This is an optimization exercise on Yosys and OpenROAD, whose aim is small area, a short achievable clock period and few clock cycles per item, not a production implementation.
In this exercise RTL edits were held to simulation tests only and were not proved equivalent to the original.
Power and IR drop assume default switching activity.

==> inputs of run a <==
==> flow/design.v <==
`default_nettype none
package hhfl_pkg;
  localparam int unsigned PosW = 16;
  localparam logic [1:0] PH_START = 2'd0;
  localparam logic [1:0] PH_KEY   = 2'd1;
  localparam logic [1:0] PH_VALUE = 2'd2;
  localparam logic [1:0] PH_DONE  = 2'd3;
  localparam logic [7:0] ChCr    = 8'h0d;
  localparam logic [7:0] ChLf    = 8'h0a;
  localparam logic [7:0] ChSpace = 8'h20;
  localparam logic [7:0] ChColon = 8'h3a;
  localparam logic [7:0] ChZero  = 8'h30;
  localparam logic [7:0] ChNine  = 8'h39;
  function automatic logic [7:0] start_char(input logic [1:0] k, input logic [3:0] i);
    logic [63:0] s;
    case (k)
      2'd0: s = "HTTP/1.1";
      2'd1: s = {"GET", 40'd0};
      2'd2: s = {"HEAD", 32'd0};
      default: s = {"POST", 32'd0};
    endcase
    start_char = s[63 - 8 * i[2:0] -: 8];
  endfunction
  function automatic logic [3:0] start_len(input logic [1:0] k);
    case (k)
      2'd0: start_len = 4'd8;
      2'd1: start_len = 4'd3;
      default: start_len = 4'd4;
    endcase
  endfunction
  function automatic logic [7:0] key_char(input logic [1:0] k, input logic [3:0] i);
    logic [103:0] s;
    case (k)
      2'd0: s = {"Host:", 64'd0};
      2'd1: s = {"User-Agent:", 16'd0};
      default: s = "Content-Type:";
    endcase
    key_char = (i < 4'd13) ? s[103 - 8 * i -: 8] : 8'd0;
  endfunction
  function automatic logic [3:0] key_len(input logic [1:0] k);
    case (k)
      2'd0: key_len = 4'd5;
      2'd1: key_len = 4'd11;
      default: key_len = 4'd13;
    endcase
  endfunction
  function automatic logic start_match(input logic [1:0] k, input logic [3:0] i,
                                       input logic [7:0] b);
    start_match = 1'b0;
    for (int j = 0; j < 8; j++)
      if (i == 4'(j) && 4'(j) < start_len(k) && b == start_char(k, 4'(j)))
        start_match = 1'b1;
  endfunction
  function automatic logic key_match(input logic [1:0] k, input logic [3:0] i,
                                     input logic [7:0] b);
    key_match = 1'b0;
    for (int j = 0; j < 13; j++)
      if (i == 4'(j) && 4'(j) < key_len(k) && b == key_char(k, 4'(j)))
        key_match = 1'b1;
  endfunction
  function automatic logic [15:0] inc16(input logic [15:0] x);
    for (int j = 0; j < 16; j++)
      inc16[j] = x[j] ^ ((x & ((16'd1 << j) - 16'd1)) == ((16'd1 << j) - 16'd1));
  endfunction
endpackage
`default_nettype wire
`default_nettype none
module hhfl_scan (
  input  wire logic        clk,
  input  wire logic        rst_n,
  input  wire logic        step,       
  input  wire logic        clear,      
  input  wire logic        last_byte,
  input  wire logic [7:0]  data_byte,
  input  wire logic        is_cr,
  input  wire logic        line_end,   
  input  wire logic        is_sp,
  input  wire logic        is_colon,
  input  wire logic        is_digit,
  output logic             cr_r,       
  output logic             early_nxt,  
  output logic             r_ok,
  output logic             r_resp,
  output logic [1:0]       r_method,
  output logic [15:0]      r_status,
  output logic [15:0]      r_uri_off,
  output logic [15:0]      r_uri_len,
  output logic [15:0]      r_host_off,
  output logic [15:0]      r_host_len,
  output logic [15:0]      r_agent_off,
  output logic [15:0]      r_agent_len,
  output logic [15:0]      r_ctype_off,
  output logic [15:0]      r_ctype_len
);
  logic [15:0] pos_r;
  logic        full_r;               
  logic        st_r, kp_r, vp_r;
  logic        colon_r;              
  logic        sp1_r, sp2_r;         
  logic [3:0]  m_r;                  
  logic [3:0]  idx_r;
  logic        drun_r;               
  logic        dig_r;                
  logic        vseen_r;              
  logic [15:0] vst_r;                
  logic [15:0] csc_r;                
  logic [15:0] cnt_r;                
  logic [15:0] pos_inc;
  logic        adv, clr, resp, hdr, colsp;
  assign pos_inc = hhfl_pkg::inc16(pos_r);
  assign adv   = step && !full_r;
  assign clr   = !rst_n || (step && last_byte);
  assign resp  = m_r[2];
  assign hdr   = kp_r || vp_r;
  assign colsp = colon_r && is_sp;
  logic       st_end, st_end_ok, first_sp, load_v, dig_acc, cnt_inc, commit, key_end;
  logic       resp_now;
  logic [1:0] kind;
  assign st_end    = st_r && line_end;
  assign st_end_ok = st_end && sp2_r && (!resp || dig_r);
  assign first_sp  = st_r && !sp1_r && is_sp;
  assign key_end   = kp_r && colsp;
  assign load_v    = first_sp || key_end;
  assign dig_acc   = drun_r && is_digit;
  assign cnt_inc   = (st_r && sp1_r && !sp2_r) || (vp_r && !vseen_r && !colsp);
  assign commit    = vp_r && line_end;
  always_comb begin
    resp_now = m_r[0] && idx_r == 4'd8;
    kind = 2'd3;
    for (int k = 3; k >= 1; k--)
      if (m_r[k] && idx_r == hhfl_pkg::start_len(2'(k))) kind = 2'(k - 1);
  end
  logic [3:0] m_nxt, idx_nxt;
  logic [3:0] idx_sat;
  assign idx_sat = (idx_r == 4'd15) ? idx_r : idx_r + 4'd1;
  always_comb begin
    m_nxt = m_r; idx_nxt = idx_r;
    if ((st_r || hdr) && line_end) begin
      m_nxt = 4'b0111; idx_nxt = '0;
    end else if (st_r && !sp1_r) begin
      if (is_sp) begin
        m_nxt = {1'b0, resp_now, resp_now ? 2'd0 : kind};
        idx_nxt = '0;
      end else begin
        for (int k = 0; k < 4; k++)
          m_nxt[k] = m_r[k] && hhfl_pkg::start_match(2'(k), idx_r, data_byte);
        idx_nxt = idx_sat;
      end
    end else if (kp_r) begin
      if (colsp) begin
        for (int k = 0; k < 3; k++)
          m_nxt[k] = m_r[k] && idx_r == hhfl_pkg::key_len(2'(k));
      end else begin
        for (int k = 0; k < 3; k++)
          m_nxt[k] = m_r[k] && hhfl_pkg::key_match(2'(k), idx_r, data_byte);
        idx_nxt = idx_sat;
      end
    end
  end
  logic early_r;
  assign early_nxt = clr ? 1'b1 : adv ? pos_r[15:1] == 15'd0 : early_r;
  always_ff @(posedge clk) early_r <= early_nxt;
  always_ff @(posedge clk) begin
    if (clr) begin
      pos_r <= '0; full_r <= 1'b0; st_r <= 1'b1; kp_r <= 1'b0; vp_r <= 1'b0;
      cr_r <= 1'b0; colon_r <= 1'b0; sp1_r <= 1'b0; sp2_r <= 1'b0; m_r <= 4'hf;
      idx_r <= '0; drun_r <= 1'b0; dig_r <= 1'b0; vseen_r <= 1'b0;
    end else if (adv) begin
      pos_r <= pos_inc; full_r <= &pos_r[15:1];
      if (st_end) st_r <= 1'b0;
      if (st_end_ok || commit || (kp_r && line_end && idx_r != 4'd1)) kp_r <= 1'b1;
      else if (key_end || (kp_r && line_end)) kp_r <= 1'b0;
      if (key_end) vp_r <= 1'b1;
      else if (commit) vp_r <= 1'b0;
      cr_r <= is_cr;
      colon_r <= hdr && is_colon;
      if (first_sp) sp1_r <= 1'b1;
      if (st_r && sp1_r && is_sp) sp2_r <= 1'b1;
      m_r <= m_nxt; idx_r <= idx_nxt;
      if (first_sp) drun_r <= resp_now;
      else if (!is_digit) drun_r <= 1'b0;
      if (dig_acc) dig_r <= 1'b1;
      if (line_end) vseen_r <= 1'b0;
      else if (vp_r && colsp) vseen_r <= 1'b1;
    end
  end
  logic [15:0] acc_a, acc_b, acc_c, acc_e, s1, c1, s2, c2;
  logic [8:0]  lo_sum;
  logic [7:0]  hi_sum;
  always_comb begin
    acc_a = {vst_r[12:0], data_byte[2:0]};
    acc_b = {vst_r[14:0], 1'b0};
    acc_c = {csc_r[12:1], data_byte[3], 3'b000};
    acc_e = {csc_r[14:0], 1'b0};
    s1 = acc_a ^ acc_b ^ acc_c;
    c1 = {(acc_a[14:0] & acc_b[14:0]) | (acc_a[14:0] & acc_c[14:0]) | (acc_b[14:0] & acc_c[14:0]), 1'b0};
    s2 = s1 ^ c1 ^ acc_e;
    c2 = {(s1[14:0] & c1[14:0]) | (s1[14:0] & acc_e[14:0]) | (c1[14:0] & acc_e[14:0]), 1'b0};
    lo_sum = {1'b0, vst_r[7:0]} + {1'b0, csc_r[7:0]};
    hi_sum = vst_r[15:8] + csc_r[15:8];
  end
  always_ff @(posedge clk) begin
    if (adv && load_v) begin
      vst_r <= (first_sp && resp_now) ? 16'd0 : pos_inc;
      csc_r <= '0;
    end else if (adv && dig_acc) begin
      vst_r <= s2;
      csc_r <= c2;
    end else begin
      vst_r <= {hi_sum, lo_sum[7:0]};
      csc_r <= {7'd0, lo_sum[8], 8'd0};
    end
    if (adv && load_v) cnt_r <= '1;
    else if (adv && cnt_inc) cnt_r <= hhfl_pkg::inc16(cnt_r);
  end
  logic [15:0] vst_g, cnt_g;
  assign vst_g = clear ? 16'd0 : vst_r;
  assign cnt_g = clear ? 16'd0 : cnt_r;
  always_ff @(posedge clk) begin
    if (clear || (adv && st_end_ok)) begin
      r_ok <= !clear;
      r_resp <= !clear && resp;
      r_method <= clear ? 2'd0 : m_r[1:0];
    end
    if (clear || (adv && st_end_ok && resp))
      r_status <= vst_g;
    if (clear || (adv && st_end_ok && !resp)) begin
      r_uri_off <= vst_g; r_uri_len <= cnt_g;
    end
    if (clear || (adv && commit && m_r[0])) begin
      r_host_off <= vst_g; r_host_len <= cnt_g;
    end
    if (clear || (adv && commit && m_r[1])) begin
      r_agent_off <= vst_g; r_agent_len <= cnt_g;
    end
    if (clear || (adv && commit && m_r[2])) begin
      r_ctype_off <= vst_g; r_ctype_len <= cnt_g;
    end
  end
endmodule
`default_nettype wire
`default_nettype none
module http_header_field_locator (
  input  wire logic        clk,
  input  wire logic        rst_n,
  input  wire logic        in_valid,
  output logic             in_stall,
  input  wire logic [7:0]  in_data_byte,
  input  wire logic        in_last_byte,
  output logic             out_valid,
  input  wire logic        out_stall,
  output logic             out_parse_ok,
  output logic             out_resp_flag,
  output logic [1:0]       out_method_kind,
  output logic [15:0]      out_status_code,
  output logic [15:0]      out_uri_offset,
  output logic [15:0]      out_uri_length,
  output logic [15:0]      out_host_offset,
  output logic [15:0]      out_host_length,
  output logic [15:0]      out_agent_offset,
  output logic [15:0]      out_agent_length,
  output logic [15:0]      out_ctype_offset,
  output logic [15:0]      out_ctype_length
);
  logic       iv_r, il_r, ov_r, stall_r, step_r, fresh_r;
  logic [7:0] ib_r;
  logic       cr_r, le_r, sp_r, colon_r, digit_r;
  logic       pcr;                   
  logic       early_nxt;             
  logic       iv_nxt, il_nxt, ov_nxt, step_nxt, clear;
  assign in_stall = stall_r;
  always_comb begin
    iv_nxt = iv_r;
    il_nxt = il_r;
    if (in_valid && !stall_r) begin
      iv_nxt = 1'b1;
      il_nxt = in_last_byte;
    end else if (step_r) begin
      iv_nxt = 1'b0;
    end
    ov_nxt = ov_r;
    if (step_r && il_r) ov_nxt = 1'b1;
    else if (!out_stall) ov_nxt = 1'b0;
    step_nxt = iv_nxt && (!ov_nxt || (early_nxt && !il_nxt));
  end
  assign clear = (ov_r && !out_stall) || (fresh_r && step_r && !ov_r);
  always_ff @(posedge clk) begin
    if (!rst_n) begin
      iv_r <= 1'b0;
      ov_r <= 1'b0;
      stall_r <= 1'b0;
      step_r <= 1'b0;
      fresh_r <= 1'b1;
    end else begin
      iv_r <= iv_nxt;
      ov_r <= ov_nxt;
      stall_r <= iv_nxt && !step_nxt;
      step_r <= step_nxt;
      if (step_r) fresh_r <= il_r;
    end
    if (!stall_r) begin
      ib_r    <= in_data_byte;
      il_r    <= in_last_byte;
      cr_r    <= in_data_byte == hhfl_pkg::ChCr;
      le_r    <= in_data_byte == hhfl_pkg::ChLf && (iv_r ? (cr_r && !il_r) : pcr);
      sp_r    <= in_data_byte == hhfl_pkg::ChSpace;
      colon_r <= in_data_byte == hhfl_pkg::ChColon;
      digit_r <= in_data_byte >= hhfl_pkg::ChZero && in_data_byte <= hhfl_pkg::ChNine;
    end
  end
  hhfl_scan u_scan (
    .clk(clk), .rst_n(rst_n), .step(step_r), .clear(clear), .last_byte(il_r),
    .data_byte(ib_r), .is_cr(cr_r), .line_end(le_r), .cr_r(pcr), .early_nxt(early_nxt), .is_sp(sp_r), .is_colon(colon_r),
    .is_digit(digit_r),
    .r_ok(out_parse_ok), .r_resp(out_resp_flag), .r_method(out_method_kind),
    .r_status(out_status_code), .r_uri_off(out_uri_offset), .r_uri_len(out_uri_length),
    .r_host_off(out_host_offset), .r_host_len(out_host_length),
    .r_agent_off(out_agent_offset), .r_agent_len(out_agent_length),
    .r_ctype_off(out_ctype_offset), .r_ctype_len(out_ctype_length)
  );
  assign out_valid = ov_r;
endmodule
`default_nettype wire
==> flow/run.sh <==
#!/bin/bash
# synth_recipe.tcl (not shown) runs the flow's synth.tcl, then flattens the netlist and writes it again
# the make line also repeats each setting of config.mk as NAME=value (left out here)
make -C /OpenROAD-flow-scripts/flow DESIGN_CONFIG=/design/flow/config.mk WORK_HOME=/design/flow/orfs CLKGATE_MAP_FILE= SYNTH_SCRIPT=/design/flow/synth_recipe.tcl finish
==> flow/config.mk <==
export PLATFORM = sky130hd
export DESIGN_NAME = http_header_field_locator
export DESIGN_NICKNAME = http_header_field_locator
export VERILOG_FILES = /design/flow/design.v
export SDC_FILE = /design/flow/constraint.sdc
export NUM_CORES = 4
export LEC_CHECK = 0
export ABC_AREA = 1
export CAP_MARGIN = 20
export CORE_AREA = 2 2 168.09 168.09
export DIE_AREA = 0 0 170.09 170.09
export SETUP_SLACK_MARGIN = 2.4
export SLEW_MARGIN = 20
==> flow/constraint.sdc <==
create_clock -name core_clock -period 4.0 [get_ports {clk}]
set_input_delay 0.8000 -clock core_clock [delete_from_list [all_inputs] [get_ports {clk}]]
set_output_delay 0.8000 -clock core_clock [all_outputs]
set_load 0.01 [all_outputs]
==> run b (differences from run a) <==
CORE_AREA = 2 2 238 93   (was 2 2 168.09 168.09)
CTS_CLUSTER_DIAMETER = 70   (was default)
CTS_CLUSTER_SIZE = 24   (was default)
DIE_AREA = 0 0 240 95   (was 0 0 170.09 170.09)
SETUP_SLACK_MARGIN = 2.1   (was 2.4)
==> run c (differences from run a) <==
CTS_BUF_LIST = sky130_fd_sc_hd__clkbuf_8   (was default)
PLACE_DENSITY = 0.7   (was default)
SETUP_SLACK_MARGIN = 2.1   (was 2.4)
==> qor summary <==
Delay contributed by the slowest stage of the critical path: run b 0.44 ns; run c 0.46 ns; run a 0.42 ns
Vias after detailed routing: run b 7769; run c 7881; run a 8140
Normalized max-slew margin: run b 64.2%; run c 62.8%; run a 77.7%
Buffer share of cell area: run b 9.21%; run c 8.83%; run a 13.4%
Minimum period implied by the final worst setup slack: run b 1.89 ns; run c 1.98 ns; run a 1.91 ns
Wire length after detailed routing: run b 26200 um; run c 26100 um; run a 28300 um
Cell Area, Placed: run b 12700 um^2; run c 12800 um^2; run a 12900 um^2
Buffers excl. clock: run b 195; run c 191; run a 271
Power Clock: run b 1.53 mW; run c 2.06 mW; run a 2.37 mW
Count of multi-input gates: run b 603; run c 606; run a 605
Global-route wire length before repair: run b 40600 um; run c 40500 um; run a 41700 um
Run status: run b no timing/DRC/antenna violations; run c no timing/DRC/antenna violations; run a no timing/DRC/antenna violations
Met1 capacity usage during global routing: run b 34.8%; run c 24.1%; run a 25.5%
Worst Setup SP: run b u_scan.r_status[2]; run c u_scan.r_ctype_off[0]; run a u_scan.r_ok
Filler cells: run b 1826; run c 2498; run a 2316
H-tree levels: run b 1; run c 2; run a 1
Tap Count: run b 297; run c 341; run a 341
Sum of net half-perimeters after detailed placement: run b 18500 um; run c 18000 um; run a 18200 um
Die extent in y: run b 95 um; run c 170 um; run a 170 um
Aggregate global-route resource usage: run b 23.2%; run c 17.8%; run a 18.4%
Cts bufs inserted: run b 14; run c 40; run a 26
Via count of the first global-routing pass: run b 7440; run c 7678; run a 7649
Worst slack on hold paths: run b 0.454 ns; run c 0.454 ns; run a 0.446 ns
Commonest non-fill, non-tap cell in the layout: run b sky130_fd_sc_hd__edfxtp_1; run c sky130_fd_sc_hd__nand2_1; run a sky130_fd_sc_hd__edfxtp_1
Power density relative to cell area: run b 459 nW/um^2; run c 488 nW/um^2; run a 472 nW/um^2
Sequential cell area: run b 6640 um^2; run c 6630 um^2; run a 6700 um^2
Testbench counts of run a, summed over its fixed seeds: cycles 57,812, bytes 57,796.
Testbench counts of run b, summed over its fixed seeds: cycles 57,812, bytes 57,796.
Testbench counts of run c, summed over its fixed seeds: cycles 57,812, bytes 57,796.

## afterwards: timing with drivers on the ports
In the flow no input, the clock included, has a driving cell. The finished layouts below were timed again as built, in two steps. Step 1 sets driving cells, clkbuf_16 on the clock port and buf_2 on the other inputs (assumed; they add their load-dependent delay and slew). Step 2 adds t to the input delays and takes it off the output delays; t is the mean of the earliest and latest rising clock arrival at the registers after step 1. Input paths then give back, and output paths get back, about the clock's delay inside the block. a / b / c = no drivers / after step 1 / after step 2; a / b = the first two.
| run | shift t [ns] | setup WS [ns] | worst setup path at the end | pins driven straight from the clock port |
|---|---|---|---|---|
| run a | 0.571 | 2.086 / 2.041 / 1.890 | input to register | 1 |
| run b | 0.532 | 2.108 / 2.055 / 1.624 | input to register | 1 |
| run c | 0.576 | 2.020 / 1.980 / 1.589 | input to register | 1 |
After both steps setup and hold are still met in every run listed. For run b, which loses most, drivers alone change the setup slack by -0.053 ns; drivers and shift together by -0.484 ns.
